From an optimization exercise on the open Yosys and OpenROAD flow, aimed at small area and a short achievable clock period; shortcuts taken in it are not production practice.
At most, simulation tests tie the RTL to the original design; equivalence was not proved.
The RTL of runs 1 to 3 was laid out without a check of its function.
Power figures rest on the tool's default switching activity, not on a simulated workload.

<file path="design/flow/run.sh">
#!/bin/bash
# synth_recipe.tcl (not shown) runs the flow's synth.tcl, then flattens the netlist and writes it again
# the make line also repeats each setting of config.mk as NAME=value (left out here)
make -C /OpenROAD-flow-scripts/flow DESIGN_CONFIG=/design/flow/config.mk WORK_HOME=/design/flow/orfs CLKGATE_MAP_FILE= SYNTH_SCRIPT=/design/flow/synth_recipe.tcl finish
</file>
<file path="design/flow/config.mk">
export PLATFORM = sky130hd
export DESIGN_NAME = rob_top
export DESIGN_NICKNAME = rob_top
export VERILOG_FILES = /design/flow/design.v
export SDC_FILE = /design/flow/constraint.sdc
export NUM_CORES = 4
export LEC_CHECK = 0
export CAP_MARGIN = 20
export CORE_MARGIN = 2
export CORE_UTILIZATION = 45
export CTS_BUF_LIST = sky130_fd_sc_hd__clkbuf_4 sky130_fd_sc_hd__clkbuf_8
export CTS_CLUSTER_SIZE = 30
export PLACE_DENSITY = 0.6
export SETUP_SLACK_MARGIN = 4.0
export SLEW_MARGIN = 20
</file>
<file path="design/flow/constraint.sdc">
create_clock -name core_clock -period 8.0 [get_ports {clk}]
set_input_delay 1.6000 -clock core_clock [delete_from_list [all_inputs] [get_ports {clk}]]
set_output_delay 1.6000 -clock core_clock [all_outputs]
set_load 0.01 [all_outputs]
</file>
<file path="design/flow/design.v">
package rob_pkg;
   typedef enum logic [1:0] {
      kind_alu    = 2'd0,
      kind_load   = 2'd1,
      kind_branch = 2'd2,
      kind_none   = 2'd3
   } inst_kind_t;
   localparam int ROB_PTR_W = $clog2(16) + 1;
   typedef logic [ROB_PTR_W-1:0] rob_ptr_t;
   typedef struct packed {
      inst_kind_t          kind;
      logic [5-1:0]   dest;        
      logic [32-1:0]    value;       
      logic                busy;
      logic                ready;
      logic                pred_taken;
      logic [32-1:0]    pred_pc;
      logic [32-1:0]    taken_pc;    
      logic [32-1:0]    pc4;         
   } rob_entry_t;
   localparam int ENTRY_W = 2 + 5 + 4*32 + 3;
endpackage
`timescale 1ns/1ps
module result_bus (
   input  logic                  clk,
   input  logic                  rst,
   input  logic                  alu_req,
   input  logic [4-1:0] alu_tag,
   input  logic [32-1:0]      alu_value,
   input  logic                  load_req,
   input  logic [4-1:0] load_tag,
   input  logic [32-1:0]      load_value,
   output logic                  alu_grant,
   output logic                  load_grant,
   output logic                  cdb_valid,
   output logic [4-1:0] cdb_tag,
   output logic [32-1:0]      cdb_value
);
   logic last_load;   
   assign alu_grant  = alu_req & (~load_req | last_load);
   assign load_grant = load_req & (~alu_req | ~last_load);
   always_ff @(posedge clk or negedge rst) begin
      if (!rst) begin
         last_load <= 1'b1;   
      end else if (alu_grant) begin
         last_load <= 1'b0;
      end else if (load_grant) begin
         last_load <= 1'b1;
      end
   end
   assign cdb_valid = alu_grant | load_grant;
   assign cdb_tag   = load_grant ? load_tag : alu_tag;
   assign cdb_value = load_grant ? load_value : alu_value;
endmodule
`timescale 1ns/1ps
module branch_check (
   input  logic is_branch,
   input  logic ready,
   input  logic pred_taken,
   input  logic sure_miss,    
   input  logic taken,        
   input  logic res_write,    
   input  logic res_taken,    
   output logic mispredict,   
   output logic use_alt       
);
   logic taken_nx;
   assign taken_nx   = res_write ? res_taken : taken;
   assign mispredict = is_branch && (ready || res_write) &&
                       ((taken_nx != pred_taken) || sure_miss);
   assign use_alt    = sure_miss && taken_nx;
endmodule
`timescale 1ns/1ps
module rob_core (
   input  logic                  clk,
   input  logic                  rst,
   input  logic [1:0]            issue_kind,
   input  logic [5-1:0]     issue_dest,
   input  logic [32-1:0]      issue_pc4,
   input  logic [32-1:0]      issue_offset,   
   input  logic                  issue_pred_taken,
   input  logic [32-1:0]      issue_pred_pc,
   input  logic                  cdb_valid,
   input  logic [4-1:0] cdb_tag,
   input  logic [32-1:0]      cdb_value,
   output logic                  stall,
   output logic [4-1:0] alloc_tag,
   output logic                  commit_valid,
   output logic [5-1:0]     commit_dest,
   output logic [32-1:0]      commit_value,
   output logic                  mispredict,
   output logic [32-1:0]      pc_resolved
);
   localparam int N = 16;
   logic [32-1:0]  word_a [0:N-1];
   logic [5-1:0] info   [0:N-1];
   logic [N-1:0]      rdy;
   logic [N-1:0]      br;
   logic [N-1:0]      tkn;
   logic [N-1:0]      misp_vec;
   logic [32-1:0]  alt_pc;       
   logic              alt_busy;     
   rob_pkg::rob_ptr_t     head_ptr;
   rob_pkg::rob_ptr_t     tail_ptr;
   logic [4-1:0] head_idx;
   logic [4-1:0] tail_idx;
   logic full;
   logic head_valid;
   logic retire;
   logic commit_next;
   logic issue_ok;
   logic [32-1:0]  taken_pc;
   logic [32-1:0]  new_a;
   logic [5-1:0] new_info;
   logic              new_br;
   logic              new_sure;
   logic              cdb_taken;
   assign head_idx = head_ptr[4-1:0];
   assign tail_idx = tail_ptr[4-1:0];
   logic [N-1:0] head_oh;    
   logic [N-1:0] next_oh;    
   assign next_oh = {head_oh[N-2:0], head_oh[N-1]};
   assign head_valid = head_ptr != tail_ptr;
   assign stall      = full;
   assign alloc_tag  = tail_idx;
   logic [N-1:0]          cdb_sel;    
   logic [N-1:0]          iss_sel;    
   logic [N-1:0]          val_sel;    
   logic [N-1:0]          keep_a;
   logic [N-1:0]          alt_vec;
    logic [rob_pkg::ROB_PTR_W-1:0] count;
   logic                  misp_q;
   logic                  alt_q;
   logic [32-1:0]      head_a;     
   logic                  empty_nx;   
   for (genvar i = 0; i < N; i++) begin : g_res
      assign cdb_sel[i] = cdb_valid && cdb_tag == i;
      branch_check i_bc (
         .is_branch  (br[i]),
         .ready      (rdy[i]),
         .pred_taken (info[i][0]),
         .sure_miss  (info[i][1]),
         .taken      (tkn[i]),
         .res_write  (cdb_sel[i]),
         .res_taken  (cdb_taken),
         .mispredict (misp_vec[i]),
         .use_alt    (alt_vec[i])
      );
   end
   logic             rdy_h, br_h, misp_h, misp_n, alt_h, alt_n;
   logic [5-1:0] info_h;
   logic [32-1:0]  word_a_n;
   always_comb begin
      rdy_h    = 1'b0;
      br_h     = 1'b0;
      misp_h   = 1'b0;
      misp_n   = 1'b0;
      alt_h    = 1'b0;
      alt_n    = 1'b0;
      info_h   = '0;
      word_a_n = '0;
      for (int i = 0; i < N; i++) begin
         rdy_h    |= head_oh[i] & rdy[i];
         br_h     |= head_oh[i] & br[i];
         misp_h   |= head_oh[i] & misp_vec[i];
         misp_n   |= next_oh[i] & misp_vec[i];
         alt_h    |= head_oh[i] & alt_vec[i];
         alt_n    |= next_oh[i] & alt_vec[i];
         info_h   |= {5{head_oh[i]}} & info[i];
         word_a_n |= {32{next_oh[i]}} & word_a[i];
      end
   end
   assign count    = tail_ptr - head_ptr;
   assign mispredict  = misp_q;
   assign pc_resolved = alt_q ? alt_pc : head_a;
   assign retire      = head_valid && rdy_h && !mispredict;
   assign commit_next = retire && !br_h;
   assign issue_ok    = !full && !mispredict && issue_kind != rob_pkg::kind_none;
   always_ff @(posedge clk or negedge rst) begin
      if (!rst) begin
         misp_q <= 1'b0;
      end else if (mispredict) begin
         misp_q <= 1'b0;
      end else if (retire) begin
         misp_q <= |count[rob_pkg::ROB_PTR_W-1:1] && misp_n;
      end else begin
         misp_q <= head_valid && misp_h;
      end
   end
   always_ff @(posedge clk) begin
      alt_q <= retire ? alt_n : alt_h;
   end
   assign empty_nx = retire ? (count == 1) : (count == 0);
   always_ff @(posedge clk) begin
      if (empty_nx) begin
         head_a <= new_a;
      end else if (retire) begin
         head_a <= |(val_sel & next_oh) ? cdb_value : word_a_n;
      end else if (|(val_sel & head_oh)) begin
         head_a <= cdb_value;
      end
   end
   always_ff @(posedge clk or negedge rst) begin
      if (!rst) begin
         head_ptr     <= '0;
         head_oh      <= N'(1);
         tail_ptr     <= '0;
         full         <= 1'b0;
         commit_valid <= 1'b0;
         alt_busy     <= 1'b0;
      end else if (mispredict) begin
         head_ptr     <= tail_ptr;
         head_oh      <= N'(1) << tail_idx;
         full         <= 1'b0;
         commit_valid <= 1'b0;
         alt_busy     <= 1'b0;
      end else begin
         if (retire) head_ptr <= head_ptr + 1'b1;
         if (retire) head_oh <= next_oh;
         if (issue_ok) tail_ptr <= tail_ptr + 1'b1;
         full <= !retire && (full || (issue_ok && count == N - 1));
         commit_valid <= commit_next;
         if (issue_ok && new_sure) alt_busy <= 1'b1;
      end
   end
   logic target_ne;
   target_add i_target (
      .a      (issue_pc4),
      .b      (issue_offset),
      .c      (issue_pred_pc),
      .sum    (taken_pc),
      .sum_ne (target_ne)
   );
   assign new_br    = issue_kind == rob_pkg::kind_branch;
   assign new_sure  = new_br && issue_pred_taken && target_ne;
   assign new_a     = issue_pred_taken ? issue_pc4 : taken_pc;
   assign new_info  = new_br ? {3'b000, new_sure, issue_pred_taken} : issue_dest;
   assign cdb_taken = |cdb_value;
   always_ff @(posedge clk) begin
      if (!alt_busy && !full && !mispredict && new_sure) begin
         alt_pc <= taken_pc;
      end
   end
   always_comb begin
      for (int i = 0; i < N; i++) begin
         iss_sel[i] = !full && tail_idx == i;
         val_sel[i] = cdb_sel[i] && !br[i] && !iss_sel[i];
         keep_a[i]  = !iss_sel[i] && !val_sel[i];
      end
   end
   always_ff @(posedge clk) begin
      for (int i = 0; i < N; i++) begin
         word_a[i] <= ({32{iss_sel[i]}} & new_a) |
                      ({32{val_sel[i]}} & cdb_value) |
                      ({32{keep_a[i]}}  & word_a[i]);
      end
   end
   always_ff @(posedge clk) begin
      for (int i = 0; i < N; i++) begin
         if (iss_sel[i]) begin
            info[i] <= new_info;
            br[i]   <= new_br;
            rdy[i]  <= 1'b0;
         end else if (cdb_sel[i]) begin
            rdy[i]  <= 1'b1;
         end
         if (cdb_sel[i]) begin
            tkn[i] <= cdb_taken;
         end
      end
   end
   always_ff @(posedge clk) begin
      if (commit_next) begin
         commit_dest  <= info_h;
         commit_value <= head_a;
      end
   end
endmodule
module target_add (
   input  logic [32-1:0] a,
   input  logic [32-1:0] b,
   input  logic [32-1:0] c,       
   output logic [32-1:0] sum,
   output logic             sum_ne   
);
   localparam int LV = $clog2(32);
   logic [32-1:0] g [0:LV];
   logic [32-1:0] p [0:LV];
   logic [32-1:0] need;    
   logic [32-1:0] gives;   
   always_comb begin
      g[0] = a & b;
      p[0] = a ^ b;
      for (int k = 0; k < LV; k++) begin
         for (int i = 0; i < 32; i++) begin
            if (i[k]) begin
               g[k+1][i] = g[k][i] | (p[k][i] & g[k][((i >> k) << k) - 1]);
               p[k+1][i] = p[k][i] & p[k][((i >> k) << k) - 1];
            end else begin
               g[k+1][i] = g[k][i];
               p[k+1][i] = p[k][i];
            end
         end
      end
      sum = p[0] ^ {g[LV][32-2:0], 1'b0};
      need  = p[0] ^ c;
      gives = g[0] | (p[0] & need);
      sum_ne = need[0] || (need[32-1:1] != gives[32-2:0]);
   end
endmodule
`timescale 1ns/1ps
module rob_top (
   input  logic                  clk,
   input  logic                  rst,
   input  logic [1:0]            issue_kind,
   input  logic [5-1:0]     issue_dest,
   input  logic [32-1:0]      issue_pc4,
   input  logic [32-1:0]      issue_offset,
   input  logic                  issue_pred_taken,
   input  logic [32-1:0]      issue_pred_pc,
   input  logic                  alu_req,
   input  logic [4-1:0] alu_tag,
   input  logic [32-1:0]      alu_value,
   input  logic                  load_req,
   input  logic [4-1:0] load_tag,
   input  logic [32-1:0]      load_value,
   output logic                  alu_grant,
   output logic                  load_grant,
   output logic                  stall,
   output logic [4-1:0] alloc_tag,
   output logic                  commit_valid,
   output logic [5-1:0]     commit_dest,
   output logic [32-1:0]      commit_value,
   output logic                  mispredict,
   output logic [32-1:0]      pc_resolved
);
   logic                  cdb_valid;
   logic [4-1:0] cdb_tag;
   logic [32-1:0]      cdb_value;
   result_bus i_result_bus (
      .clk        (clk),
      .rst        (rst),
      .alu_req    (alu_req),
      .alu_tag    (alu_tag),
      .alu_value  (alu_value),
      .load_req   (load_req),
      .load_tag   (load_tag),
      .load_value (load_value),
      .alu_grant  (alu_grant),
      .load_grant (load_grant),
      .cdb_valid  (cdb_valid),
      .cdb_tag    (cdb_tag),
      .cdb_value  (cdb_value)
   );
   rob_core i_rob_core (
      .clk              (clk),
      .rst              (rst),
      .issue_kind       (issue_kind),
      .issue_dest       (issue_dest),
      .issue_pc4        (issue_pc4),
      .issue_offset     (issue_offset),
      .issue_pred_taken (issue_pred_taken),
      .issue_pred_pc    (issue_pred_pc),
      .cdb_valid        (cdb_valid),
      .cdb_tag          (cdb_tag),
      .cdb_value        (cdb_value),
      .stall            (stall),
      .alloc_tag        (alloc_tag),
      .commit_valid     (commit_valid),
      .commit_dest      (commit_dest),
      .commit_value     (commit_value),
      .mispredict       (mispredict),
      .pc_resolved      (pc_resolved)
   );
endmodule
</file>
==> results of run 1 <==
[report_power, final]
part	internal (mW)	switching (mW)
clock network	2.05	1.77
logic	3.32	4.81
registers	6.17	1.25
[final cells by class]
class / count / area [um^2] / area share
Clock inverter: 37 / 289 / 0.00623
Tap cell: 1080 / 1350 / 0.0291
Timing Repair Buffer: 457 / 4590 / 0.0991
Sequential cell: 773 / 17600 / 0.380
Inverter: 84 / 323 / 0.00696
Antenna cell: 3 / 7.51 / 0.000162
Clock buffer: 202 / 2460 / 0.0531
Multi-Input combinational cell: 2907 / 19700 / 0.425
[flip-flops by register name, summed over array words and instances, names as in the netlist]
signal and cells:
i_rob_core.head_a 32, i_rob_core.alt_pc 32, i_rob_core.rdy 16, i_rob_core.head_ptr 5, i_rob_core.tkn 16, i_rob_core.misp_q 1
i_rob_core.commit_value 32, i_rob_core.alt_busy 1, i_rob_core.commit_valid 1, i_rob_core.alt_q 1, i_rob_core.full 1, i_rob_core.head_oh 16
i_rob_core.commit_dest 5, i_rob_core.tail_ptr 5, i_rob_core.br 16, i_result_bus.last_load 1, i_rob_core.word_a 512, i_rob_core.info 80
[stage by stage]
| stage | std cells | power, mW | setup WS [ps] | hold WS (ps) | util |
|---|---|---|---|---|---|
| 3_3_place_gp | 5212 | 14.4 | 1180 | 436 | 0.499 |
| 5_1_grt | 5542 | 20.2 | 3920 | 484 | 0.555 |
| 2_1_floorplan | 4151 | 11.6 | 3400 | 422 | - |
| 6_report | 5543 | 19.4 | 3990 | 479 | 0.555 |
| 3_5_place_dp | 5216 | 14.5 | 1610 | 449 | 0.500 |
| 4_1_cts | 5504 | 18.8 | 3950 | 467 | 0.545 |
[worst min path at each step]
stage | slack [ps] | depth (start not counted) | to
after floorplan | 420 | 0 | i_rob_core.commit_value[0]
after global placement | 440 | 0 | i_rob_core.commit_value[25]
after detailed placement | 450 | 0 | i_rob_core.commit_value[25]
after CTS | 470 | 0 | i_rob_core.commit_value[25]
after global routing | 480 | 0 | i_rob_core.commit_value[25]
final | 480 | 2 | i_rob_core.rdy[5]
[cells in the mapped netlist (all sizes together), types with 72 or more instances]
| library cell | count |
|---|---|
| buf | 72 |
| mux2i | 89 |
| a22oi | 178 |
| o211ai | 468 |
| o21ai | 586 |
| nand2 | 638 |
| nand3 | 129 |
| inv | 72 |
| edfxtp | 197 |
| nor2 | 102 |
| dfxtp | 545 |
| clkbuf | 327 |
[critical path, stage by stage]
cell	delay, ps
clkdlybuf4s50_1	470
nor4_4	460
nand4_1	280
nor3_4	190
buf_6	150
nor2_4	50
mux2_4	300
xor2_2	150
o2111a_1	260
or3_1	360
nor4_2	300
o32ai_2	120
[cell families (layout without fill, tap and decap cells)]
family | Yosys count | count (layout)
adder cells (fa/ha/maj) | 78 | 78
other | 0 | 3
AND/OR/NAND/NOR | 1055 | 1062
AO/OA/AOI/OAI | 1520 | 1524
flip-flops | 773 | 773
XOR/XNOR | 89 | 89
buffers and inverters | 483 | 780
multiplexers | 153 | 154
[repair_timing]
item                                    CTS  global route
setup buffers                            41            27
endpoints found under the setup margin  510           390
pin swaps                                27            40
hold buffers                              0             0
cloned                                    8             9
resized for setup                       129           114
[per-layer routing]
layer	up-vias	wire (um)	GRT usage	share of wire
met4	0	11400	0.221	0.068
li1	15900	-	-	-
met2	2577	70300	0.548	0.42
met3	603	20500	0.0885	0.12
met1	17700	65900	0.501	0.39
met5	-	0	0	0
==> summary.txt, run 1 <==
H-tree depth=4; post-synth top area cell=dfxtp_1; Tmin final=4010 ps; register area share after synthesis=0.464; final WL=168,000 um; Port Buf Inserts=257; Yosys top cell area share=0.288; final instance area=46,400 um^2; Site Rows=106; CP startpoint=alu_value[30]; most frequent cells in the layout=nand2_1, o21ai_0, dfxtp_1, o211ai_1, clkdlybuf4s50_1; Die Ht=294 um; post-synthesis simple-gate area fraction=0.122; cts bufs inserted=133; dpl cell area=41,700 um^2; Final Net Count=4,614; Async SR Flop Fraction=0.0401; Avg Vias per Cell=6.64; synthesized flop and latch total=773; initial drt markers=5,145; Max Buffers Root-to-Sink=3; commonest non-fill, non-tap cell in the layout=nand2_1; RD Place Congestion=1.00; Syn Std Cell Area=37,900 um^2; multiplexer share of the synthesized area=0.0429; area share of fa/ha/maj cells after synthesis=0.0331; Num Clock Sinks=773; Worst IR Drop VDD=232 uV; Synth warnings=9; Fillers=7,457; post-detail-place hpwl=90,500 um; Fin Setup TNS=0 ps; CP Data Arrival Time=4700 ps; Max Freq=0.249 GHz; CP Class=in2reg; vias in the first global route=34,000; Reg2Reg Depth=12; RSZ-0062 raised after global routing=true; worst path required time=8680 ps; R2R Path Start=i_rob_core.tail_ptr[2]; Power Dens Cells=418 nW/um^2; Worst Setup EP=i_rob_core.misp_q; worst-path maximum fanout=3; GRT Total Usage=0.374; Netlist cell types=84; worst clock skew=57.2 ps; DR WL/cell=30.3 um; initial antenna violation count=3; clock-pin slew on the worst setup and hold paths=60 ps; main combinational cell family by area after synthesis=compound AO/OA/AOI/OAI gates; Final Hold Fails=0; Least-Margin Pin Slew=1230 ps; remaining global-route overflow=0; syn_area_per_cell=9.13 um^2; Routed Antenna Nets=0; ys flop type=dfxtp_1; max cap viols=0; clock root cell=clkbuf_8; layout cells sized above 1=0.152; largest net degree at the start of global routing=66; DRT Pass-1 Iters=8; Initial Util=0.454; Post-Synth XOR/XNOR Area=0.0206; hold wc startpoint=i_rob_core.rdy[5]; Skew-Pair Late Insertion Delay=840 ps; Area Overhead vs Synth=22.3%; Mapped Nets=4,409; Synth Area in Compound Gates=0.267; Hold Path Class=reg2reg; Mapped Cells=4,151; Final Max Tran Viols=0; Leak=16.5 nW; top post-synthesis cells by area=dfxtp_1, edfxtp_1, o211ai_1; # setup viols final=0; core area=83,600 um^2; # IOs=258; vias=36,800; Tcrit/Tclk final=0.502; Startpoint Class=input pin; CTS tree=done; critical path capture point type=flop; first-pass GRT wire length=237,000 um; number of flops mapped to enable cells by yosys=197; setup slack, reg-to-reg=4170 ps; Max transition margin=0.182; RR Endpoint=i_rob_core.head_a[11]; die area=86,600 um^2; drt drc=0; die width=294 um; status=no timing/DRC/antenna violations
==> run 2, diff against run 1 <==
==> design/flow/flow/run.sh (new file) <==
#!/bin/bash
# The standard layout, with the port buffers made from plain buf_2 cells
# (buffer_ports otherwise picks a delay buffer); the resizer still sizes
# them afterwards. Each tool's output goes to a log file here.
set -euo pipefail
bash standard.sh "BUFFER_PORTS_ARGS=-buffer_cell sky130_fd_sc_hd__buf_2" finish > standard_flow.log 2>&1
==> design/flow/standard.sh (new file) <==
#!/bin/bash
# synth_recipe.tcl (not shown) runs the flow's synth.tcl, then flattens the netlist and writes it again
# the make line also repeats each setting of config.mk as NAME=value (left out here)
make -C /OpenROAD-flow-scripts/flow DESIGN_CONFIG=/design/flow/config.mk WORK_HOME=/design/flow/orfs CLKGATE_MAP_FILE= SYNTH_SCRIPT=/design/flow/synth_recipe.tcl "${@:-finish}"
removed: design/flow/run.sh
==> summary.txt, run 2 <==
status=no timing/DRC/antenna violations; critical path capture point type=flop; final instance area=44,200 um^2; die area=86,600 um^2; Finished Core Util=0.529; Routed Antenna Nets=0; Port Buf Inserts=257; worst clock skew=48.6 ps; cts bufs inserted=136; Tcrit/Tclk final=0.502; Worst IR Drop VDD=256 uV; first-pass GRT wire length=228,000 um; cell with the most instances after synthesis=nand2_1; Area Overhead vs Synth=16.5%; syn_area_per_cell=9.13 um^2; Max Buffers Root-to-Sink=3; Num Clock Sinks=773; H-tree depth=4; worst path required time=8540 ps; Site Rows=106; DRT Pass-1 Iters=6; max reg flops=512; Startpoint Class=input pin; R2R Path Start=i_rob_core.tail_ptr[3]; final WL=160,000 um; GRT Total Usage=0.358; multiplexer share of the synthesized area=0.0429; Avg Vias per Cell=6.53; Most flops, register=i_rob_core.word_a; Die Ht=294 um; # IOs=258; post-detail-place hpwl=90,500 um; vias in the first global route=33,200; RSZ-0062 raised after global routing=true; Fin Setup TNS=0 ps; Syn Std Cell Area=37,900 um^2; remaining global-route overflow=0; Final Max Tran Viols=0; core area=83,600 um^2; CTS tree=done; CP Class=in2reg; Leak=15.9 nW; worst-path maximum fanout=15; Netlist cell types=84; most frequent cells in the layout=nand2_1, o21ai_0, dfxtp_1, o211ai_1, buf_2; Design Power=18.7 mW; biggest regs=i_rob_core.word_a (512), i_rob_core.info (80); RD Place Congestion=0.991; dpl cell area=40,500 um^2; Reg2Reg Depth=9; drt drc=0; Mapped Nets=4,409; Yosys top cell area share=0.288; top post-synthesis cells by area=dfxtp_1, edfxtp_1, o211ai_1; Synth warnings=9; clock root cell=clkbuf_8; min setup slack post-route=3990 ps; area share of fa/ha/maj cells after synthesis=0.0331; hold_ws=477 ps; register area share after synthesis=0.464; post-synthesis simple-gate area fraction=0.122; clock-pin slew on the worst setup and hold paths=70 ps; Power Dens Cells=424 nW/um^2; post-route insts no fill=5,501; Final Hold Fails=0; Tmin final=4010 ps; initial antenna violation count=6; Synth Area in Compound Gates=0.267; # setup viols final=0; Skew-Pair Late Insertion Delay=810 ps; CP startpoint=load_req; dpl cells=5,217; DR WL/cell=29.1 um; worst hold stages=2; synthesized flop and latch total=773; commonest non-fill, non-tap cell in the layout=nand2_1; die width=294 um; vias=35,900; Hold Path Class=reg2reg; initial drt markers=5,388; Post-Place Setup Slack=2010 ps; Max Freq=0.249 GHz; largest net degree at the start of global routing=66; max cap viols=0; Post-Synth XOR/XNOR Area=0.0206; Least-Margin Pin Slew=1300 ps; Mapped Cells=4,151; post-synth top area cell=dfxtp_1; Sequential Area=17,600 um^2; footprint of the multi-input gates=19,200 um^2; Async SR Flop Fraction=0.0401; Final Net Count=4,565; CP Data Arrival Time=4560 ps; commonest cells in the netlist=nand2_1, o21ai_0, dfxtp_1, o211ai_1, clkbuf_1; Fillers=7,598; hold wc startpoint=i_rob_core.rdy[12]; main combinational cell family by area after synthesis=compound AO/OA/AOI/OAI gates; ys flop type=dfxtp_1; Max transition margin=0.132; number of flops mapped to enable cells by yosys=197; Initial Util=0.454; layout cells sized above 1=0.194
[run 2: worst max-delay path: stages]
cell and delay [ps]:
buf_2 120, a21bo_4 280, buf_16 240, mux2i_4 370, or3_1 270, nor2_4 70, nand3_1 80, nand4_1 170
nor3_4 280, nand3_4 190, buf_4 250, or3_1 390, a31o_1 230
[run 2: layout make-up]
type | count | share of cell area
tap | 1080 | 0.0306
inverter | 84 | 0.00719
multi-input combinational | 2898 | 0.435
timing repair buffer | 414 | 0.0616
sequential | 773 | 0.399
antenna | 2 | 0.000113
clock buffer | 216 | 0.0602
clock inverter | 34 | 0.00620
[run 2: what timing repair did]
action,in CTS,in global routing
hold endpoints to repair,0,0
hold buffers,0,0
gates resized for setup,49,44
buffers inserted,17,9
pin swaps,5,6
setup endpoints to repair,140,190
cloned,2,3
[run 2: cells by family after synthesis]
family,count (synthesis)
AOI/OAI and AO/OA,1520
xor gates and xnor gates,89
adders and majority gates,78
buffers and inverters,483
DFF,773
muxes,153
and+or+nand+nor,1055
[run 2: report_power, final]
| group | leakage (nW) | total [mW] | internal, mW | switching [mW] |
|---|---|---|---|---|
| sequential | 6.78 | 7.40 | 6.17 | 1.23 |
| clock | 1.55 | 3.93 | 2.19 | 1.74 |
| combinational | 7.59 | 7.39 | 2.84 | 4.55 |
[run 2: worst paths after layout]
| path | endpoint | slack, ps |
|---|---|---|
| setup reg to reg | i_rob_core.head_a[17] | 4180 |
| max in group asynchronous | i_rob_core.head_oh[13] | 6550 |
| min in group asynchronous | i_rob_core.misp_q | 880 |
| setup / recovery | i_rob_core.head_a[17] | 3990 |
| hold reg to reg | i_rob_core.rdy[12] | 480 |
| hold / removal | i_rob_core.rdy[12] | 480 |
[run 2: per-layer routing]
metal  track usage  up-vias  share of wire  wire length, um
li1              -    15800              -                -
met1         0.474    17200           0.39            62900
met2         0.553     2419           0.44            70200
met3        0.0783      541           0.11            18400
met4         0.176        0          0.055             8830
met5             0        -              0                0
==> run 3, diff against run 2 <==
--- a/design/flow/config.mk
+++ b/design/flow/config.mk
@@ -13,3 +13,3 @@
 export PLACE_DENSITY = 0.6
-export SETUP_SLACK_MARGIN = 4.0
+export SETUP_SLACK_MARGIN = 3.7
 export SLEW_MARGIN = 20
==> summary.txt, run 3 <==
status=no timing/DRC/antenna violations; Num Clock Sinks=773; setup slack, reg-to-reg=3900 ps; RD Place Congestion=0.957; GRT Total Usage=0.368; Initial Util=0.454; worst path required time=8550 ps; Max transition margin=0.200; Mapped Nets=4,409; biggest regs=i_rob_core.word_a (512), i_rob_core.info (80); RSZ-0062 raised after global routing=false; initial antenna violation count=6; Mapped Cells=4,151; H-tree depth=4; post-detail-place hpwl=93,300 um; die area=86,600 um^2; top post-synthesis cells by area=dfxtp_1, edfxtp_1, o211ai_1; Area Overhead vs Synth=15.5%; max cap viols=0; Skew-Pair Late Insertion Delay=820 ps; Worst IR Drop VDD=331 uV; CP Data Arrival Time=4860 ps; syn_area_per_cell=9.13 um^2; Startpoint Class=input pin; final WL=164,000 um; # setup viols final=0; DR WL/cell=29.8 um; ys flop type=dfxtp_1; Synth warnings=9; synthesized flop and latch total=773; Port Buf Inserts=257; max reg flops=512; CP Class=in2reg; critical path cell sequence=clkbuf_4, a21bo_4, inv_4, a32oi_2, buf_4, or3_4, nor2_4, nand3_1, nand3_1, nor3_4, nand3_4, buf_4, or3_1, a31o_1; Yosys top cell area share=0.288; Final Net Count=4,565; Async SR Flop Fraction=0.0401; vias=36,300; critical path capture point type=flop; DRT Pass-1 Iters=7; Leak=15.9 nW; Sequential Area=17,600 um^2; commonest non-fill, non-tap cell in the layout=nand2_1; Tmin final=4320 ps; die width=294 um; initial drt markers=4,838; clock-pin slew on the worst setup and hold paths=60 ps; Netlist cell types=84; worst-path maximum fanout=12; Post-Place Setup Slack=1390 ps; clock root cell=clkbuf_8; Routed Antenna Nets=0; Max Freq=0.232 GHz; post-synth top area cell=dfxtp_1; final instance area=43,800 um^2; worst clock skew=32.4 ps; Most flops, register=i_rob_core.word_a; hold_ws=450 ps; Site Rows=106; register area share after synthesis=0.464; core area=83,600 um^2; largest net degree at the start of global routing=66; cell with the most instances after synthesis=nand2_1; first-pass GRT wire length=234,000 um; Fin Setup TNS=0 ps; remaining global-route overflow=0; min setup slack post-route=3680 ps; Final Hold Fails=0; Worst path max stage delay=410 ps; commonest cells in the netlist=nand2_1, o21ai_0, dfxtp_1, o211ai_1, clkbuf_1; Fillers=7,703; Max Buffers Root-to-Sink=3; CTS tree=done; Avg Vias per Cell=6.60; Syn Std Cell Area=37,900 um^2; Die Ht=294 um; most frequent cells in the layout=nand2_1, o21ai_0, dfxtp_1, o211ai_1, buf_2; vias in the first global route=33,200; drt drc=0; number of flops mapped to enable cells by yosys=197; Least-Margin Pin Slew=1200 ps; Tcrit/Tclk final=0.540; layout cells sized above 1=0.186; Final Max Tran Viols=0; Power Dens Cells=425 nW/um^2; Hold Path Class=reg2reg; slowest CP cell=a32oi_2; footprint of the multi-input gates=19,100 um^2; # IOs=258; cts bufs inserted=137; dpl cell area=40,400 um^2
[run 3: cell counts after synthesis]
No cell type changed its count.
[run 3: kinds of logic after synthesis]
family | synth area share
adder cells (fa/ha/maj) | 0.0331
multiplexers | 0.0429
buffers and inverters | 0.0496
XOR/XNOR | 0.0206
AO/OA/AOI/OAI | 0.267
flip-flops | 0.464
AND/OR/NAND/NOR | 0.122
[run 3: layout make-up]
class	instances	share of cell area
clock inverters	34	0.00617
clock buffers	211	0.0601
well taps	1080	0.0308
diodes	3	0.000171
multi-input cells	2904	0.436
repair buffers	407	0.0568
flip-flops and latches	773	0.402
inverters	84	0.00725
[run 3: power breakdown]
part | internal, mW | total [mW] | switching [mW]
clock | 2.18 | 3.95 | 1.78
sequential | 6.17 | 7.50 | 1.33
combinational | 2.74 | 7.16 | 4.42
total | 11.1 | 18.6 | 7.52
[run 3: worst max-delay path: cells and delay by family]
| kind | cells | cell delay [ps] |
|---|---|---|
| compound gates | 3 | 920 |
| buf+inv | 4 | 900 |
| simple gates | 7 | 1410 |
[run 3: repair_timing]
item	CTS	global route
cloned	8	3
resized for setup	15	25
hold buffers	0	0
pin swaps	6	5
endpoints found under the setup margin	180	115
setup buffers	10	15
hold endpoints to repair	0	0
[run 3: metrics by stage]
stage / util / power [mW] / instances
after floorplan: - / 11.6 / 4151
final: 0.524 / 18.6 / 5496
after global placement: 0.482 / 14.2 / 5207
after CTS: 0.521 / 18.4 / 5474
after detailed placement: 0.483 / 14.3 / 5211
after global routing: 0.524 / 19.5 / 5495
[run 3: layer usage]
layer / up-vias / part of all wire / GRT usage
met5: - / 0.0011 / 0
met3: 548 / 0.12 / 0.0801
li1: 15800 / - / -
met1: 17300 / 0.40 / 0.506
met2: 2550 / 0.42 / 0.549
met4: 2 / 0.056 / 0.180
[run 3: worst paths after layout]
path,depth (start not counted),endpoint,startpoint
max,14,i_rob_core.head_a[12],alu_req
min,0,i_rob_core.commit_value[30],i_rob_core.head_a[30]
max reg2reg,12,i_rob_core.head_a[12],i_rob_core.tail_ptr[1]
min reg2reg,0,i_rob_core.commit_value[30],i_rob_core.head_a[30]
max in group asynchronous,1,i_rob_core.head_oh[14],rst
min in group asynchronous,1,i_rob_core.misp_q,rst
==> run 4, diff against run 3 <==
--- a/design/flow/design.v
+++ b/design/flow/design.v
@@ -36,5 +36,7 @@
    output logic [4-1:0] cdb_tag,
-   output logic [32-1:0]      cdb_value
+   output logic [32-1:0]      cdb_value,
+   output logic                  cdb_taken    
 );
    logic last_load;   
+   logic take_alu;    
    assign alu_grant  = alu_req & (~load_req | last_load);
@@ -50,5 +52,7 @@
    end
-   assign cdb_valid = alu_grant | load_grant;
-   assign cdb_tag   = load_grant ? load_tag : alu_tag;
-   assign cdb_value = load_grant ? load_value : alu_value;
+   assign take_alu  = ~load_req | (alu_req & last_load);
+   assign cdb_valid = alu_req | load_req;
+   assign cdb_tag   = take_alu ? alu_tag : load_tag;
+   assign cdb_value = take_alu ? alu_value : load_value;
+   assign cdb_taken = take_alu ? |alu_value : |load_value;
 endmodule
@@ -63,4 +67,4 @@
    input  logic res_taken,    
-   output logic mispredict,   
-   output logic use_alt       
+   output logic mispredict,
+   output logic use_alt
 );
@@ -85,2 +89,3 @@
    input  logic [32-1:0]      cdb_value,
+   input  logic                  cdb_taken,
    output logic                  stall,
@@ -99,9 +104,12 @@
    logic [N-1:0]      tkn;
-   logic [N-1:0]      misp_vec;
    logic [32-1:0]  alt_pc;       
    logic              alt_busy;     
-   rob_pkg::rob_ptr_t     head_ptr;
-   rob_pkg::rob_ptr_t     tail_ptr;
-   logic [4-1:0] head_idx;
-   logic [4-1:0] tail_idx;
+   rob_pkg::rob_ptr_t             head_ptr;
+   rob_pkg::rob_ptr_t             tail_ptr;
+   logic [4-1:0]         head_idx;
+   logic [4-1:0]         next_idx;   
+   logic [4-1:0]         tail_idx;
+   logic [N-1:0]                  head_oh;    
+   logic [N-1:0]                  next_oh;    
+   logic [rob_pkg::ROB_PTR_W-1:0] count;
    logic full;
@@ -112,2 +120,3 @@
    logic [32-1:0]  taken_pc;
+   logic              target_ne;
    logic [32-1:0]  new_a;
@@ -116,8 +125,7 @@
    logic              new_sure;
-   logic              cdb_taken;
    assign head_idx = head_ptr[4-1:0];
    assign tail_idx = tail_ptr[4-1:0];
-   logic [N-1:0] head_oh;    
-   logic [N-1:0] next_oh;    
-   assign next_oh = {head_oh[N-2:0], head_oh[N-1]};
+   assign next_idx = head_idx + 1'b1;
+   assign next_oh  = {head_oh[N-2:0], head_oh[N-1]};
+   assign count    = tail_ptr - head_ptr;
    assign head_valid = head_ptr != tail_ptr;
@@ -125,27 +133,4 @@
    assign alloc_tag  = tail_idx;
-   logic [N-1:0]          cdb_sel;    
-   logic [N-1:0]          iss_sel;    
-   logic [N-1:0]          val_sel;    
-   logic [N-1:0]          keep_a;
-   logic [N-1:0]          alt_vec;
-    logic [rob_pkg::ROB_PTR_W-1:0] count;
-   logic                  misp_q;
-   logic                  alt_q;
-   logic [32-1:0]      head_a;     
-   logic                  empty_nx;   
-   for (genvar i = 0; i < N; i++) begin : g_res
-      assign cdb_sel[i] = cdb_valid && cdb_tag == i;
-      branch_check i_bc (
-         .is_branch  (br[i]),
-         .ready      (rdy[i]),
-         .pred_taken (info[i][0]),
-         .sure_miss  (info[i][1]),
-         .taken      (tkn[i]),
-         .res_write  (cdb_sel[i]),
-         .res_taken  (cdb_taken),
-         .mispredict (misp_vec[i]),
-         .use_alt    (alt_vec[i])
-      );
-   end
-   logic             rdy_h, br_h, misp_h, misp_n, alt_h, alt_n;
+   logic              rdy_h, br_h, ptk_h, sure_h, tkn_h;
+   logic              rdy_n, br_n, ptk_n, sure_n, tkn_n;
    logic [5-1:0] info_h;
@@ -153,8 +138,4 @@
    always_comb begin
-      rdy_h    = 1'b0;
-      br_h     = 1'b0;
-      misp_h   = 1'b0;
-      misp_n   = 1'b0;
-      alt_h    = 1'b0;
-      alt_n    = 1'b0;
+      rdy_h = 1'b0; br_h = 1'b0; ptk_h = 1'b0; sure_h = 1'b0; tkn_h = 1'b0;
+      rdy_n = 1'b0; br_n = 1'b0; ptk_n = 1'b0; sure_n = 1'b0; tkn_n = 1'b0;
       info_h   = '0;
@@ -164,6 +145,10 @@
          br_h     |= head_oh[i] & br[i];
-         misp_h   |= head_oh[i] & misp_vec[i];
-         misp_n   |= next_oh[i] & misp_vec[i];
-         alt_h    |= head_oh[i] & alt_vec[i];
-         alt_n    |= next_oh[i] & alt_vec[i];
+         ptk_h    |= head_oh[i] & info[i][0];
+         sure_h   |= head_oh[i] & info[i][1];
+         tkn_h    |= head_oh[i] & tkn[i];
+         rdy_n    |= next_oh[i] & rdy[i];
+         br_n     |= next_oh[i] & br[i];
+         ptk_n    |= next_oh[i] & info[i][0];
+         sure_n   |= next_oh[i] & info[i][1];
+         tkn_n    |= next_oh[i] & tkn[i];
          info_h   |= {5{head_oh[i]}} & info[i];
@@ -172,5 +157,2 @@
    end
-   assign count    = tail_ptr - head_ptr;
-   assign mispredict  = misp_q;
-   assign pc_resolved = alt_q ? alt_pc : head_a;
    assign retire      = head_valid && rdy_h && !mispredict;
@@ -178,2 +160,35 @@
    assign issue_ok    = !full && !mispredict && issue_kind != rob_pkg::kind_none;
+   logic hit_h, hit_n;         
+   logic misp_h, misp_n, alt_h, alt_n;
+   logic misp_q;
+   logic alt_q;
+   logic [32-1:0] head_a;   
+   logic empty_nx;             
+   logic hit_nx;               
+   assign hit_h = cdb_valid && cdb_tag == head_idx;
+   assign hit_n = cdb_valid && cdb_tag == next_idx;
+   branch_check i_bc_head (
+      .is_branch  (br_h),
+      .ready      (rdy_h),
+      .pred_taken (ptk_h),
+      .sure_miss  (sure_h),
+      .taken      (tkn_h),
+      .res_write  (hit_h),
+      .res_taken  (cdb_taken),
+      .mispredict (misp_h),
+      .use_alt    (alt_h)
+   );
+   branch_check i_bc_next (
+      .is_branch  (br_n),
+      .ready      (rdy_n),
+      .pred_taken (ptk_n),
+      .sure_miss  (sure_n),
+      .taken      (tkn_n),
+      .res_write  (hit_n),
+      .res_taken  (cdb_taken),
+      .mispredict (misp_n),
+      .use_alt    (alt_n)
+   );
+   assign mispredict  = misp_q;
+   assign pc_resolved = alt_q ? alt_pc : head_a;
    always_ff @(posedge clk or negedge rst) begin
@@ -193,9 +208,10 @@
    assign empty_nx = retire ? (count == 1) : (count == 0);
+   assign hit_nx   = !empty_nx && (retire ? hit_n && !br_n : hit_h && !br_h);
    always_ff @(posedge clk) begin
-      if (empty_nx) begin
+      if (hit_nx) begin
+         head_a <= cdb_value;
+      end else if (empty_nx) begin
          head_a <= new_a;
       end else if (retire) begin
-         head_a <= |(val_sel & next_oh) ? cdb_value : word_a_n;
-      end else if (|(val_sel & head_oh)) begin
-         head_a <= cdb_value;
+         head_a <= word_a_n;
       end
@@ -225,3 +241,2 @@
    end
-   logic target_ne;
    target_add i_target (
@@ -233,7 +248,6 @@
    );
-   assign new_br    = issue_kind == rob_pkg::kind_branch;
-   assign new_sure  = new_br && issue_pred_taken && target_ne;
-   assign new_a     = issue_pred_taken ? issue_pc4 : taken_pc;
-   assign new_info  = new_br ? {3'b000, new_sure, issue_pred_taken} : issue_dest;
-   assign cdb_taken = |cdb_value;
+   assign new_br   = issue_kind == rob_pkg::kind_branch;
+   assign new_sure = new_br && issue_pred_taken && target_ne;
+   assign new_a    = issue_pred_taken ? issue_pc4 : taken_pc;
+   assign new_info = new_br ? {3'b000, new_sure, issue_pred_taken} : issue_dest;
    always_ff @(posedge clk) begin
@@ -243,2 +257,6 @@
    end
+   logic [N-1:0] iss_sel;    
+   logic [N-1:0] cdb_sel;    
+   logic [N-1:0] val_sel;    
+   logic [N-1:0] keep_a;
    always_comb begin
@@ -246,2 +264,3 @@
          iss_sel[i] = !full && tail_idx == i;
+         cdb_sel[i] = cdb_valid && cdb_tag == i;
          val_sel[i] = cdb_sel[i] && !br[i] && !iss_sel[i];
@@ -339,2 +358,3 @@
    logic [32-1:0]      cdb_value;
+   logic                  cdb_taken;
    result_bus i_result_bus (
@@ -352,3 +372,4 @@
       .cdb_tag    (cdb_tag),
-      .cdb_value  (cdb_value)
+      .cdb_value  (cdb_value),
+      .cdb_taken  (cdb_taken)
    );
@@ -366,2 +387,3 @@
       .cdb_value        (cdb_value),
+      .cdb_taken        (cdb_taken),
       .stall            (stall),
--- a/design/flow/config.mk
+++ b/design/flow/config.mk
@@ -10,6 +10,7 @@
 export CORE_UTILIZATION = 45
-export CTS_BUF_LIST = sky130_fd_sc_hd__clkbuf_4 sky130_fd_sc_hd__clkbuf_8
-export CTS_CLUSTER_SIZE = 30
+export CTS_BUF_LIST = sky130_fd_sc_hd__clkbuf_8 sky130_fd_sc_hd__clkbuf_16
+export CTS_CLUSTER_DIAMETER = 100
+export CTS_CLUSTER_SIZE = 24
 export PLACE_DENSITY = 0.6
-export SETUP_SLACK_MARGIN = 3.7
+export SETUP_SLACK_MARGIN = 4.0
 export SLEW_MARGIN = 20
==> summary.txt, run 4 <==
status=no timing/DRC/antenna violations; Fin Setup TNS=0 ps; synthesized flop and latch total=773; footprint of the multi-input gates=19,200 um^2; slowest CP cell=a21bo_4; Max transition margin=0.199; Most flops, register=i_rob_core.word_a; final WL=158,000 um; Final Net Count=4,437; combinational share of power=0.302; syn_area_per_cell=9.35 um^2; Routed Antenna Nets=0; die area=87,800 um^2; CTS tree=done; CTS Hold Buffers Added=0; post-detail-place hpwl=88,700 um; Least-Margin Pin Slew=1200 ps; DR WL/cell=29.6 um; Bufs and invs on worst path=4; Int Pwr=8.23 mW; DRT Pass-1 Iters=6; Netlist cell types=90; critical path capture point type=output port; initial antenna violation count=9; vias=35,500; first-pass GRT wire length=225,000 um; CP Data Arrival Time=2540 ps; Skew-Pair Late Insertion Delay=630 ps; Tcrit/Tclk final=0.518; worst-path maximum fanout=13; Site Rows=107; Power Dens Cells=296 nW/um^2; Worst path max stage delay=260 ps; biggest regs=i_rob_core.word_a (512), i_rob_core.info (80); Port Buf Inserts=257; Tmin final=4140 ps; Async SR Flop Fraction=0.0401; cell with the most instances after synthesis=nand2_1; RD Place Congestion=0.869; RSZ-0062 raised after global routing=true; remaining global-route overflow=0; largest net degree at the start of global routing=65; Die Ht=296 um; Fillers=7,902; Synth warnings=7; register area share after synthesis=0.462; cts bufs inserted=39; CP Class=in2out; worst clock skew=38.0 ps; Clk pwr share=0.183; Yosys top cell area share=0.275; Design Power=12.7 mW; Leak=15.2 nW; Area Overhead vs Synth=11.5%; Max Buffers Root-to-Sink=3; layout cells sized above 1=0.153; Final Max Tran Viols=0; number of flops mapped to enable cells by yosys=213; Startpoint Class=input pin; switching share of total power=0.352; most used cell, CP=buf_2; worst path required time=6400 ps; Sequential Area=17,800 um^2; core area=84,900 um^2; H-tree depth=2; delay-heaviest family, CP=buffers and inverters; Mapped Nets=4,372; clock-pin slew on the worst setup and hold paths=100 ps; ys flop type=dfxtp_1; most frequent cells in the layout=nand2_1, dfxtp_1, o21ai_0, o211ai_1, buf_2; top post-synthesis cells by area=dfxtp_1, edfxtp_1, o211ai_1; commonest non-fill, non-tap cell in the layout=nand2_1; GRT Total Usage=0.349; drt drc=0; Num Clock Sinks=773; # setup viols final=0; vias in the first global route=32,700; Initial Util=0.453; Final Hold Fails=0; Worst IR Drop VDD=165 uV; sw power=4.46 mW; Max Freq=0.241 GHz; max reg flops=512; critical path cell sequence=buf_2, a21bo_4, clkinv_8, buf_16, buf_2; initial drt markers=4,506; Hold Path Class=reg2reg; Mapped Cells=4,114; commonest cells in the netlist=nand2_1, dfxtp_1, o21ai_0, o211ai_1, clkbuf_1; clock root cell=clkbuf_16; Avg Vias per Cell=6.64; die width=296 um; # IOs=258; sequential share of power=0.515; max cap viols=0; post-synth top area cell=dfxtp_1; Finished Core Util=0.505; Syn Std Cell Area=38,500 um^2
[run 4: worst register-to-register path, stage by stage (launching register included)]
cell and delay (ps):
dfrtp_1 460, inv_1 180, ha_1 190, inv_1 50
fa_1 400, a21o_1 180, a21oi_1 170, xor2_1 110
a2111oi_1 600, and3_2 610, or3_4 470
[run 4: layout make-up]
cell class                      count  share of cell area
Clock buffer                       41              0.0239
Tap cell                         1144              0.0334
Antenna cell                        6            0.000350
Timing Repair Buffer              430              0.0707
Clock inverter                     21             0.00263
Sequential cell                   773               0.415
Inverter                           80             0.00729
Multi-Input combinational cell   2855               0.447
[run 4: metal layers]
layer	global-route usage	vias to the layer above	part of all wire
met3	0.0562	491	0.11
met2	0.546	2351	0.44
met5	0	-	0.00030
met1	0.476	17100	0.39
li1	-	15600	-
met4	0.157	8	0.058
[run 4: cells by family (layout without fill, tap and decap cells)]
| kind of cell | Yosys count | count (layout) | synth area share |
|---|---|---|---|
| AO/OA/AOI/OAI | 1628 | 1628 | 0.290 |
| XOR/XNOR | 73 | 73 | 0.0181 |
| adder cells (fa/ha/maj) | 78 | 78 | 0.0326 |
| buffers and inverters | 487 | 572 | 0.0516 |
| flip-flops | 773 | 773 | 0.462 |
| multiplexers | 134 | 134 | 0.0373 |
| other | 0 | 6 | 0 |
| AND/OR/NAND/NOR | 941 | 942 | 0.108 |
[run 4: power by group through the flow]
stage | Sequential [mW] | Clock [mW] | Combinational, mW
after floorplan | 6.28 | 0 | 2.64
after global placement | 6.57 | 0 | 3.48
after detailed placement | 6.58 | 0 | 3.59
after CTS | 6.51 | 2.33 | 3.68
after global routing | 6.69 | 2.46 | 4.21
final | 6.54 | 2.32 | 3.83
[run 4: repair_timing]
| item | CTS | global route |
|---|---|---|
| resized for setup | 26 | 21 |
| buffers inserted | 25 | 21 |
| hold endpoints to repair | 0 | 0 |
| pin swaps | 10 | 8 |
| cloned | 1 | 4 |
| endpoints found under the setup margin | 556 | 179 |
[run 4: path summary, 6_finish.rpt]
| kind | startpoint | to | slack (ps) | cells after the start |
|---|---|---|---|---|
| max reg2reg | i_rob_core.tail_ptr[0] | i_rob_core.head_a[6] | 4210 | 10 |
| min reg2reg | i_rob_core.head_a[6] | i_rob_core.commit_value[6] | 460 | 0 |
| min | i_rob_core.head_a[6] | i_rob_core.commit_value[6] | 460 | 0 |
| min in group asynchronous | rst | i_rob_core.tail_ptr[4] | 1020 | 1 |
| max in group asynchronous | rst | i_rob_core.head_oh[9] | 6470 | 1 |
| max | load_req | load_grant | 3860 | 5 |
[run 4: per-stage QoR]
step | hold WS, ps | setup slack (ps) | std cells | area (um^2)
2_1_floorplan | 422 | 3780 | 4114 | 38600
3_3_place_gp | 430 | 2620 | 5228 | 40700
3_5_place_dp | 441 | 2540 | 5229 | 40700
4_1_cts | 467 | 3650 | 5317 | 42400
5_1_grt | 487 | 3860 | 5345 | 42900
6_report | 455 | 3860 | 5350 | 42900
==> run 5, diff against run 4 <==
--- a/design/flow/design.v
+++ b/design/flow/design.v
@@ -52,3 +52,3 @@
    end
-   assign take_alu  = ~load_req | (alu_req & last_load);
+   assign take_alu  = last_load ? (alu_req | ~load_req) : (alu_req & ~load_req);
    assign cdb_valid = alu_req | load_req;
==> summary.txt, run 5 <==
post-route insts no fill=5,245; min setup slack post-route=3930 ps; H-tree depth=2; synthesized flop and latch total=773; biggest regs=i_rob_core.word_a (512), i_rob_core.info (80); initial antenna violation count=2; Startpoint Class=input pin; Num Clock Sinks=773; Top Layer Used=met4; largest net degree at the start of global routing=65; hold_ws=468 ps; DRT Pass-1 Iters=6; commonest non-fill, non-tap cell in the layout=nand2_1; Post-Place Setup Slack=2710 ps; Tcrit/Tclk final=0.509; met3 routed WL=14,200 um; # IOs=258; Routed Antenna Nets=0; Yosys top cell area share=0.283; Tmin final=4070 ps; Int Pwr=9.92 mW; RSZ-0062 raised after global routing=true; Site Rows=105; layout cells sized above 1=0.161; clock root cell=clkbuf_16; core area=82,200 um^2; DR WL/cell=28.1 um; Skew-Pair Late Insertion Delay=610 ps; number of flops mapped to enable cells by yosys=213; ys flop type=dfxtp_1; max cap viols=0; remaining global-route overflow=0; GRT Total Usage=0.335; Fillers=7,539; wire length on met2=64,700 um; RD Place Congestion=0.914; Async SR Flop Fraction=0.0401; initial drt markers=4,197; most frequent cells in the layout=nand2_1, dfxtp_1, o21ai_0, o211ai_1, buf_2; Mapped Cells=4,074; Fin Setup TNS=0 ps; met1 wire length=60,900 um; drt drc=0; commonest cells in the netlist=nand2_1, o21ai_0, dfxtp_1, o211ai_1, clkbuf_1; first-pass GRT wire length=214,000 um; sequential share of power=0.427; top post-synthesis cells by area=dfxtp_1, edfxtp_1, o211ai_1; Area Overhead vs Synth=12.3%; dpl cell area=39,800 um^2; Die Ht=292 um; Final Net Count=4,413; dpl cells=5,147; Port Buf Inserts=257; Avg Vias per Cell=6.48; status=no timing/DRC/antenna violations; combinational share of power=0.438; Mapped Nets=4,332; Netlist cell types=75; sw power=7.11 mW; max reg flops=512; switching share of total power=0.418; CTS Hold Buffers Added=0; post-detail-place hpwl=86,200 um; Most flops, register=i_rob_core.word_a; worst-path maximum fanout=8; final instance area=42,000 um^2; Power Dens Cells=405 nW/um^2; clock-pin slew on the worst setup and hold paths=100 ps; CP Data Arrival Time=4610 ps; Syn Std Cell Area=37,400 um^2; ant diodes=0; CTS tree=done; Least-Margin Pin Slew=1140 ps; cts bufs inserted=38; syn_area_per_cell=9.18 um^2; Clk pwr share=0.135; die width=292 um; Finished Core Util=0.511; Hold Path Class=reg2reg; vias in the first global route=31,400; Max Buffers Root-to-Sink=3; register area share after synthesis=0.475; Synth warnings=7; # setup viols final=0; critical path capture point type=flop; worst path required time=8530 ps; CP Class=in2reg; Worst IR Drop VDD=302 uV; final WL=147,000 um; worst clock skew=19.0 ps; die area=85,500 um^2; Design Power=17.0 mW; Max transition margin=0.242; Leak=15.0 nW; cell with the most instances after synthesis=nand2_1; Max Freq=0.246 GHz; Final Max Tran Viols=0; Final Hold Fails=0; vias=34,000; Initial Util=0.455; post-synth top area cell=dfxtp_1
==> run 5: changes by cell type after synthesis, moves of 34 or more <==
cell	delta
a211oi_1	-47
a221oi_1	-77
a22o_1	-78
a22oi_1	+152
buf_2	-34
nand2_1	+100
o21ai_1	+63
==> run 5: kinds of logic after synthesis <==
| family | after synthesis | share of synthesized area |
|---|---|---|
| fa+ha+maj | 78 | 0.0335 |
| xor+xnor | 73 | 0.0177 |
| buf+inv | 449 | 0.0473 |
| mux | 141 | 0.0397 |
| simple gates | 1027 | 0.119 |
| flops | 773 | 0.475 |
| compound gates | 1533 | 0.268 |
==> run 5: worst paths after layout <==
kind | from | endpoint | slack, ps | cells past startpoint
max | issue_offset[0] | i_rob_core.word_a[13][26] | 3930 | 17
min | i_rob_core.head_a[19] | i_rob_core.commit_value[19] | 470 | 0
max reg2reg | i_rob_core.head_oh[4] | i_rob_core.head_a[29] | 4110 | 9
min reg2reg | i_rob_core.head_a[19] | i_rob_core.commit_value[19] | 470 | 0
max in group asynchronous | rst | i_rob_core.head_oh[5] | 6440 | 1
min in group asynchronous | rst | i_rob_core.tail_ptr[2] | 1050 | 1
==> run 5: worst max-delay path, stage by stage <==
cell and delay (ps):
buf_8 80, ha_4 120, inv_2 30, fa_2 360, nand2b_4 160, a21o_1 200, a211oi_4 370, o41ai_4 150
buf_4 190, buf_6 110, o211ai_1 270, a21oi_2 120, xnor2_2 250, mux2i_4 120, buf_12 170, buf_12 150
o21ai_1 140
==> run 5: timing repair <==
| action | CTS | global route |
|---|---|---|
| pin swaps | 9 | 45 |
| buffers inserted | 19 | 14 |
| gates resized for setup | 41 | 102 |
| cloned | 1 | 2 |
| setup endpoints to repair | 517 | 512 |
==> run 5: power groups by stage <==
| stage | registers [mW] | logic [mW] | clock network [mW] |
|---|---|---|---|
| after floorplan | 6.91 | 4.63 | 0 |
| after detailed placement | 7.31 | 6.94 | 0 |
| after global routing | 7.45 | 8.00 | 2.44 |
| after global placement | 7.32 | 6.82 | 0 |
| after CTS | 7.24 | 7.13 | 2.30 |
| final | 7.28 | 7.46 | 2.30 |
==> run 5: final cells by class <==
type | instances | area [um^2] | share of cell area
multi-input cells | 2853 | 18600 | 0.443
clock buffers | 42 | 1040 | 0.0247
well taps | 1070 | 1340 | 0.0319
flip-flops and latches | 773 | 17800 | 0.423
inverters | 74 | 280 | 0.00667
clock inverters | 18 | 80.1 | 0.00191
repair buffers | 415 | 2870 | 0.0683
==> run 5: layer usage <==
layer  vias to the layer above  track usage
met1                     16500        0.465
met3                       392       0.0486
met5                         -            0
met4                         0        0.139
met2                      1936        0.526
li1                      15200            -
==> run 6, diff against run 5 <==
==> design/flow/flow/run.sh (replaced) <==
#!/bin/bash
# The standard layout, with the port buffers made from plain buf_1 cells
# (buffer_ports otherwise picks a delay buffer); the resizer still sizes
# them afterwards. Each tool's output goes to a log file here.
set -euo pipefail
bash standard.sh "BUFFER_PORTS_ARGS=-buffer_cell sky130_fd_sc_hd__buf_1" finish > standard_flow.log 2>&1
--- a/design/flow/config.mk
+++ b/design/flow/config.mk
@@ -9,3 +9,3 @@
 export CORE_MARGIN = 2
-export CORE_UTILIZATION = 45
+export CORE_UTILIZATION = 55
 export CTS_BUF_LIST = sky130_fd_sc_hd__clkbuf_8 sky130_fd_sc_hd__clkbuf_16
@@ -13,3 +13,3 @@
 export CTS_CLUSTER_SIZE = 24
-export PLACE_DENSITY = 0.6
+export PLACE_DENSITY = 0.7
 export SETUP_SLACK_MARGIN = 4.0
==> summary.txt, run 6 <==
GRT Total Usage=0.392; final WL=141,000 um; number of flops mapped to enable cells by yosys=213; Final Hold Fails=0; H-tree depth=2; # IOs=258; Fillers=5,678; Yosys top cell area share=0.283; Synth warnings=7; Leak=14.5 nW; syn_area_per_cell=9.18 um^2; Skew-Pair Late Insertion Delay=610 ps; Least-Margin Pin Slew=1150 ps; first-pass GRT wire length=207,000 um; register area share after synthesis=0.475; ys flop type=dfxtp_1; post-synthesis simple-gate area fraction=0.119; most frequent cells in the layout=nand2_1, dfxtp_1, o21ai_0, o211ai_1, buf_1; Site Rows=95; area share of fa/ha/maj cells after synthesis=0.0335; Tmin final=4060 ps; Port Buf Inserts=257; vias=34,300; die width=265 um; Post-Synth XOR/XNOR Area=0.0177; CP Data Arrival Time=4550 ps; Mapped Cells=4,074; Num Clock Sinks=773; Worst IR Drop VDD=265 uV; Mapped Nets=4,332; dpl cell area=39,100 um^2; Initial Util=0.556; vias in the first global route=31,700; initial drt markers=4,798; Worst path max stage delay=440 ps; clock-pin slew on the worst setup and hold paths=100 ps; Area Overhead vs Synth=11.1%; initial antenna violation count=0; CP Class=in2reg; largest net degree at the start of global routing=65; worst clock skew=30.7 ps; hold_ws=473 ps; Tcrit/Tclk final=0.507; critical path cell sequence=buf_8, ha_4, inv_4, fa_2, nand2b_4, a21o_1, a211oi_4, o41ai_4, o21ai_2, buf_4, buf_6, a21oi_4, o41ai_4, xor2_4, buf_6, buf_12, o21ai_2; cts bufs inserted=38; drt drc=0; RSZ-0062 raised after global routing=true; max reg flops=512; CTS tree=done; multiplexer share of the synthesized area=0.0397; layout cells sized above 1=0.0997; clock root cell=clkbuf_16; status=no timing/DRC/antenna violations; post-synth top area cell=dfxtp_1; Fin Setup TNS=0 ps; die area=70,100 um^2; synthesized flop and latch total=773; commonest non-fill, non-tap cell in the layout=nand2_1; biggest regs=i_rob_core.word_a (512), i_rob_core.info (80); Async SR Flop Fraction=0.0401; Max transition margin=0.235; # setup viols final=0; min setup slack post-route=3940 ps; main combinational cell family by area after synthesis=compound AO/OA/AOI/OAI gates; DR WL/cell=27.9 um; top post-synthesis cells by area=dfxtp_1, edfxtp_1, o211ai_1; Most flops, register=i_rob_core.word_a; Max Freq=0.246 GHz; Startpoint Class=input pin; CTS Hold Buffers Added=0; slowest CP cell=o41ai_4; Synth Area in Compound Gates=0.268; commonest cells in the netlist=nand2_1, o21ai_0, dfxtp_1, o211ai_1, clkbuf_1; max cap viols=0; core area=67,300 um^2; Die Ht=265 um; Avg Vias per Cell=6.78; Power Dens Cells=405 nW/um^2; Syn Std Cell Area=37,400 um^2; Final Max Tran Viols=0; Max Buffers Root-to-Sink=3; remaining global-route overflow=0; critical path capture point type=flop; Design Power=16.8 mW; Netlist cell types=75; DRT Pass-1 Iters=8; worst-path maximum fanout=7; post-detail-place hpwl=79,600 um; Routed Antenna Nets=0; RD Place Congestion=0.902; worst path required time=8490 ps; Hold Path Class=reg2reg; cell with the most instances after synthesis=nand2_1; final instance area=41,600 um^2; Post-Place Setup Slack=2740 ps; Final Net Count=4,413
run 6: changes by cell type in the layout (fill, tap and decap cells not counted), moves of 12 or more:
| cell | previous run | this run |
|---|---|---|
| buf_1 | 0 | 237 |
| mux2i_1 | 70 | 82 |
| o21ai_0 | 497 | 509 |
| mux2i_2 | 15 | 2 |
| buf_2 | 255 | 7 |
run 6: final timing paths:
check	from	end	slack [ps]	cells past startpoint
max reg2reg	i_rob_core.head_oh[7]	i_rob_core.head_a[24]	4140	9
min in group asynchronous	rst	i_rob_core.alt_busy	1070	1
min	i_rob_core.head_a[6]	i_rob_core.commit_value[6]	470	0
min reg2reg	i_rob_core.head_a[6]	i_rob_core.commit_value[6]	470	0
max	issue_offset[0]	i_rob_core.word_a[15][31]	3940	17
max in group asynchronous	rst	i_rob_core.head_oh[15]	6360	1
run 6: where the power goes:
group          internal, mW  leakage (nW)  switching, mW
registers              6.14          6.81           1.22
logic                  2.69          7.00           4.50
clock network         0.963         0.647           1.32
run 6: cell families after synthesis:
group / after synthesis
xor+xnor: 73
mux: 141
fa+ha+maj: 78
buf+inv: 449
simple gates: 1027
compound gates: 1533
flops: 773
run 6: final cells by class:
type,instances,area [um^2],share of cell area
clock inverters,26,136,0.00328
well taps,873,1090,0.0263
flip-flops and latches,773,17800,0.428
inverters,74,283,0.00680
multi-input cells,2853,18600,0.447
repair buffers,415,2650,0.0638
diodes,1,2.50,0.0000602
clock buffers,41,1010,0.0244
run 6: what timing repair did:
item	in CTS	in global routing
buffers inserted	29	18
cloned	2	3
hold endpoints to repair	0	0
pin swaps	14	20
setup endpoints to repair	593	521
gates resized for setup	63	92
run 6: through the flow:
stage / utilization / std cells
floorplan: - / 4074
global route: 0.618 / 5055
CTS: 0.609 / 5033
finish: 0.618 / 5056
detailed placement: 0.582 / 4935
global placement: 0.582 / 4935
run 6: critical path: cells and delay by family:
| kind | cells | cell delay [ps] |
|---|---|---|
| xor+xnor | 1 | 230 |
| compound gates | 7 | 1440 |
| fa+ha+maj | 2 | 480 |
| simple gates | 1 | 150 |
| buf+inv | 6 | 640 |
run 6: metal layers:
layer / track usage / vias to the layer above / wire, um
met1: 0.546 / 16100 / 54800
met3: 0.100 / 469 / 19700
met2: 0.583 / 2511 / 59700
met5: 0 / - / 0
met4: 0.159 / 0 / 6780
li1: - / 15200 / -
==> run 7, diff against run 6 <==
--- a/design/flow/design.v
+++ b/design/flow/design.v
@@ -52,3 +52,3 @@
    end
-   assign take_alu  = last_load ? (alu_req | ~load_req) : (alu_req & ~load_req);
+   assign take_alu  = ~load_req | (alu_req & last_load);
    assign cdb_valid = alu_req | load_req;
==> summary.txt, run 7 <==
status=no timing/DRC/antenna violations; RSZ-0062 raised after global routing=false; Max Freq=0.253 GHz; worst-path maximum fanout=5; Yosys top cell area share=0.275; Netlist cell types=90; register area share after synthesis=0.462; die width=268 um; Final Hold Fails=0; worst clock skew=35.9 ps; die area=72,100 um^2; largest net degree at the start of global routing=65; DRT Pass-1 Iters=6; Most flops, register=i_rob_core.word_a; final instance area=42,300 um^2; dpl cell area=40,100 um^2; # setup viols final=0; Tmin final=3960 ps; CP Data Arrival Time=2360 ps; Max transition margin=0.206; clock-pin slew on the worst setup and hold paths=100 ps; CTS Hold Buffers Added=0; ys flop type=dfxtp_1; top post-synthesis cells by area=dfxtp_1, edfxtp_1, o211ai_1; Die Ht=268 um; Mapped Cells=4,114; cts bufs inserted=39; Hold Path Class=reg2reg; initial drt markers=5,337; RD Place Congestion=0.950; CP Class=in2out; Synth warnings=7; CTS tree=done; GRT Total Usage=0.411; setup slack, reg-to-reg=4190 ps; synthesized flop and latch total=773; initial antenna violation count=3; post-synth top area cell=dfxtp_1; # IOs=258; Startpoint Class=input pin; core area=68,900 um^2; most frequent cells in the layout=nand2_1, dfxtp_1, o21ai_0, o211ai_1, buf_1; worst path required time=6400 ps; number of flops mapped to enable cells by yosys=213; Worst IR Drop VDD=175 uV; max cap viols=0; H-tree depth=2; Max Buffers Root-to-Sink=3; Tcrit/Tclk final=0.495; vias=36,100; critical path capture point type=output port; Least-Margin Pin Slew=1190 ps; Routed Antenna Nets=0; post-detail-place hpwl=87,600 um; max reg flops=512; Initial Util=0.558; DR WL/cell=29.5 um; syn_area_per_cell=9.35 um^2; layout cells sized above 1=0.0955; Final Max Tran Viols=0; commonest cells in the netlist=nand2_1, dfxtp_1, o21ai_0, o211ai_1, clkbuf_1; final WL=151,000 um; remaining global-route overflow=0; first-pass GRT wire length=219,000 um; Mapped Nets=4,372; Num Clock Sinks=773; biggest regs=i_rob_core.word_a (512), i_rob_core.info (80); clock root cell=clkbuf_16; vias in the first global route=33,300; commonest non-fill, non-tap cell in the layout=nand2_1; Fin Setup TNS=0 ps; Avg Vias per Cell=7.04; Async SR Flop Fraction=0.0401; Syn Std Cell Area=38,500 um^2; Final Net Count=4,434; Skew-Pair Late Insertion Delay=620 ps; Site Rows=96; Area Overhead vs Synth=9.97%; Power Dens Cells=299 nW/um^2; Port Buf Inserts=257; cell with the most instances after synthesis=nand2_1; Leak=14.5 nW; drt drc=0
## run 7: cell count changes in the layout (fill, tap and decap cells not counted), sizes merged, moves of 15 or more
cell    previous run  this run
a21oi             53        71
a22o              90       168
o211ai           405       433
a211oi             4        53
o31ai              5        34
o22ai             14        29
nand3             64        40
nand4             39        56
a22oi            182        31
o21ai            657       590
nand2            681       580
a221oi            89       166
## run 7: kinds of logic after synthesis
family	count (synthesis)	share of synthesized area
AOI/OAI and AO/OA	1628	0.290
and+or+nand+nor	941	0.108
DFF	773	0.462
buffers and inverters	487	0.0516
muxes	134	0.0373
adders and majority gates	78	0.0326
xor gates and xnor gates	73	0.0181
## run 7: where the power goes
group	total [mW]	internal, mW	switching (mW)
registers	6.55	5.64	0.913
clock network	2.31	0.958	1.35
logic	3.80	1.62	2.18
## run 7: worst max-delay path: stages
cell and delay (ps):
buf_2 120, a21bo_4 230, clkinv_8 100, buf_16 160, buf_2 140
## run 7: per-layer routing
layer  share of wire  wire length, um  global-route usage
met1            0.37            55900               0.529
met2            0.43            64600               0.620
met3            0.13            19800               0.104
met4           0.073            11000               0.258
met5        0.000086               13                   0
## run 7: path summary, 6_finish.rpt
| kind | start | end | depth (start not counted) |
|---|---|---|---|
| hold reg to reg | i_rob_core.head_a[17] | i_rob_core.commit_value[17] | 0 |
| max in group asynchronous | rst | i_rob_core.head_oh[8] | 1 |
| min in group asynchronous | rst | i_rob_core.tail_ptr[3] | 1 |
| hold / removal | i_rob_core.head_a[17] | i_rob_core.commit_value[17] | 0 |
| setup / recovery | load_req | load_grant | 5 |
| setup reg to reg | i_rob_core.tail_ptr[0] | i_rob_core.head_a[15] | 11 |
## run 7: stage by stage
step	total power, mW	utilization	hold WS, ps	setup WS, ps	instances
global placement	9.95	0.581	440	2100	5011
finish	12.7	0.613	460	4040	5135
CTS	12.5	0.609	476	4010	5117
global route	13.3	0.613	491	3970	5131
floorplan	8.92	-	422	3780	4114
detailed placement	10.1	0.581	446	2030	5012
## run 7: cell type report
| type | instances | area (um^2) |
|---|---|---|
| clock inverter | 23 | 121 |
| fill | 5839 | 26700 |
| clock buffer | 42 | 1040 |
| sequential | 773 | 17800 |
| timing repair buffer | 426 | 2660 |
| inverter | 80 | 313 |
| multi-input combinational | 2856 | 19200 |
| tap | 931 | 1160 |
| antenna | 4 | 10.0 |
## run 7: what timing repair did
item                                   CTS  global route
pin swaps                               17            13
setup endpoints to repair              533           200
setup buffers                           36            11
gates resized for setup                 34            27
gates cloned                             4             1
endpoints found under the hold margin    0             0

-- separate check: timing with driven ports --
How much do the figures lean on ideal ports? The routed layouts below were timed once more, with nothing changed but the port constraints. Step 1 sets driving cells, clkbuf_16 on the clock port and buf_2 on the other inputs (assumed; they add their load-dependent delay and slew). Step 2 times the ports against the registers' clock, not the clock port: input delays grow and output delays shrink by t, the midpoint of the rising clock arrivals with the driver on. a / b / c = no drivers / after step 1 / after step 2; a / b = the first two.
| run | t, ns | setup WS [ns] | hold WS [ns] | latest minus earliest clock arrival (ns) |
|---|---|---|---|---|
| run 1 | 0.876 | 3.987 / 3.991 / 3.148 | 0.479 / 0.479 / 0.479 | 0.059 / 0.058 |
| run 2 | 0.853 | 3.986 / 3.998 / 3.176 | 0.477 / 0.477 / 0.477 | 0.049 / 0.049 |
| run 3 | 0.871 | 3.683 / 3.722 / 2.851 | 0.450 / 0.450 / 0.450 | 0.035 / 0.035 |
| run 4 | 0.681 | 3.856 / 3.835 / 3.374 | 0.455 / 0.455 / 0.455 | 0.038 / 0.038 |
| run 5 | 0.671 | 3.928 / 3.945 / 3.274 | 0.468 / 0.468 / 0.468 | 0.020 / 0.020 |
| run 6 | 0.663 | 3.943 / 3.948 / 3.285 | 0.473 / 0.473 / 0.473 | 0.040 / 0.039 |
| run 7 | 0.673 | 4.040 / 4.017 / 3.414 | 0.460 / 0.460 / 0.460 | 0.048 / 0.049 |
After both steps setup and hold are still met in every run listed. For run 1, which loses most, drivers alone change the setup slack by +0.004 ns; drivers and shift together by -0.839 ns.
